From an optimization exercise on the open Yosys and OpenROAD flow, aimed at small area; shortcuts taken in it are not production practice.
In this exercise RTL edits were held to simulation tests only and were not proved equivalent to the original.
Power figures rest on the tool's default switching activity, not on a simulated workload. The clock port is modelled as an ideal driver; clocking choices that lean on that would not hold on a real chip.

== job 104 ==
==> flow/design.v (excerpt) <==
module dds_spi_slave #(
  parameter int unsigned NREG        = 23,
  parameter int unsigned SHORT_LAST  = 10,
  parameter int unsigned SYNC_STAGES = 2
) (
  input  logic              clk,
  input  logic              rst,
  input  logic              SCLK,
  input  logic              CS,
  input  logic              SDIO,
  output logic              SDO,
  input  logic              IO_UPDATE,
  input  logic [ADDR_W-1:0] rd_addr,
  output logic [DATA_W-1:0] rd_data,
  output logic              wr_strobe,
  output logic [ADDR_W-1:0] wr_addr,
  output logic              upd_pulse
);
Size: ~2400 flip-flops, ~83 I/O pins, about 0.083 mm² of cells after synthesis.
clock: 5.0 ns
lec_check: 0
cap_margin: 20
core_margin: 2
core_utilization: 65
cts_cluster_diameter: 100
cts_cluster_size: 30
place_density: 0.75
slew_margin: 20
synth_hierarchical: 1
standard.sh (not shown) runs the stock make flow with config.mk's settings and CLKGATE_MAP_FILE= SYNTH_SCRIPT=/design/flow/synth_recipe.tcl, a recipe that flattens the netlist after the stock synthesis.
==> flow/flow/run.sh <==
#!/bin/bash
# The standard layout (the standard.sh, standard synthesis unchanged) with two changes:
# * the port buffers are buf_2 cells instead of the delay-cell buffer the default picks;
# * clock tree synthesis inserts no dummy loads.
# Every ORFS step writes its own log under orfs/logs/; make's output goes to flow_make.log.
set -euo pipefail
export BUFFER_PORTS_ARGS="-buffer_cell sky130_fd_sc_hd__buf_2"
export CTS_ARGS="-sink_clustering_enable -repair_clock_nets -sink_clustering_size 30 -sink_clustering_max_diameter 100 -dont_use_dummy_load"
bash standard.sh finish > flow_make.log 2>&1
Here is what was changed in the inputs of job 103 compared with job 104.
--- a/flow/design.v
+++ b/flow/design.v
@@ -218,21 +218,21 @@
   end
   always_ff @(posedge clk) begin
     if (sr_en) sr_q <= sr_d;
   end
   always_ff @(posedge clk or negedge rst) begin
     if (!rst) begin
       sh_v <= '0;
       ac_v <= '0;
     end else begin
-      if (upd_pulse) ac_v <= sh_v;
+      ac_v <= ac_v | ({NREG{upd_pulse}} & sh_v);
       for (int i = 0; i < NREG; i++)
-        if (wr_strobe && wr_addr == ADDR_W'(i)) sh_v[i] <= 1'b1;
+        sh_v[i] <= sh_v[i] | (wr_strobe && wr_addr == ADDR_W'(i));
     end
   end
   always_ff @(posedge clk) begin
     if (upd_pulse) begin
       for (int i = 0; i < NREG; i++)  ac_lo[i] <= sh_lo[i];
       for (int i = 0; i < NLONG; i++) ac_hi[i] <= sh_hi[i];
     end
     for (int i = 0; i < NREG; i++)
       if (wr_strobe && wr_addr == ADDR_W'(i)) sh_lo[i] <= sr_q[31:0];
@@ -241,25 +241,18 @@
   end
 endmodule
 module dds_spi_aoi222 (
   input  logic [2:0] s,
   input  logic [2:0] d,
   output logic       y
 );
   assign y = ~((s[0] & d[0]) | (s[1] & d[1]) | (s[2] & d[2]));
 endmodule
-module dds_spi_aoi22 (
-  input  logic [1:0] s,
-  input  logic [1:0] d,
-  output logic       y
-);
-  assign y = ~((s[0] & d[0]) | (s[1] & d[1]));
-endmodule
 module dds_spi_ao12 (
   input  logic [11:0] s,
   input  logic [11:0] d,
   output logic        y
 );
   logic [3:0] n;
   for (genvar k = 0; k < 4; k++) begin : g
     dds_spi_aoi222 u (.s(s[3*k +: 3]), .d(d[3*k +: 3]), .y(n[k]));
   end
@@ -280,19 +273,19 @@
 module dds_spi_ao23 (
   input  logic [22:0] s,
   input  logic [22:0] d,
   output logic        y
 );
   logic [7:0] n;
   for (genvar k = 0; k < 7; k++) begin : g
     dds_spi_aoi222 u (.s(s[3*k +: 3]), .d(d[3*k +: 3]), .y(n[k]));
   end
-  dds_spi_aoi22 u7 (.s(s[22:21]), .d(d[22:21]), .y(n[7]));
+  assign n[7] = ~((s[21] & d[21]) | (s[22] & d[22]));
   assign y = ~&n;
 endmodule
 module dds_spi_ao24 (
   input  logic [23:0] s,
   input  logic [23:0] d,
   output logic        y
 );
   logic [7:0] n;
   for (genvar k = 0; k < 8; k++) begin : g
### Flow results
- In job 103 the post-synthesis area per instance turned out 0.34% lower than in job 104.
- Relative to job 104, routed wire length has gone down in job 103.
- Relative to job 104, the global-route wire length before repair of job 103 is lower by 5.2 mm.
- Diff job 104 -> job 103: final cell area excluding filler cells barely changed, fraction of power consumed by combinational cells climbed 0.2 points, ratio of cells with drive above 1 in the final layout dropped 0.91 points, data-path buffer share of cell area in the final layout barely changed.
- Starting density of the core of job 104 is on par with job 103.
- Worst path arrival time: job 103 vs job 104 up 0.12 ns
- Going from job 104 to job 103, the first-iteration DRC count was found to have gone down by about 2.7%.
- Compared with job 104, in job 103 internal power of the cells grew by about 1%; worst setup slack shrank by 0.12 ns.

-- static timing again, ports no longer ideal --
No port has a modelled driver above. Below, the same layouts with a new extraction and two added sets of constraints. Step 1, drivers: a clkbuf_16 drives clk and a buf_2 each remaining input, both assumed. Step 2, shift: input delay + t, output delay - t, t = (earliest + latest rising clock arrival at the registers) / 2. This alone moves slack from input paths to output paths. a / b / c = ideal ports / drivers / drivers and shift; a / b = the first two.
| run | shift t [ns] | setup slack, ns | latest minus earliest clock arrival (ns) | slew at the worst register clock pin (ns) | worst slew at a driven data input, ns |
|---|---|---|---|---|---|
| job 104 | 0.799 | 0.260 / 0.183 / 0.982 | 0.104 / 0.104 | 0.12 / 0.12 | 0.03 |
| job 103 | 0.778 | 0.138 / 0.066 / 0.844 | 0.069 / 0.069 | 0.11 / 0.11 | 0.04 |
After both steps every run listed still meets setup and hold.
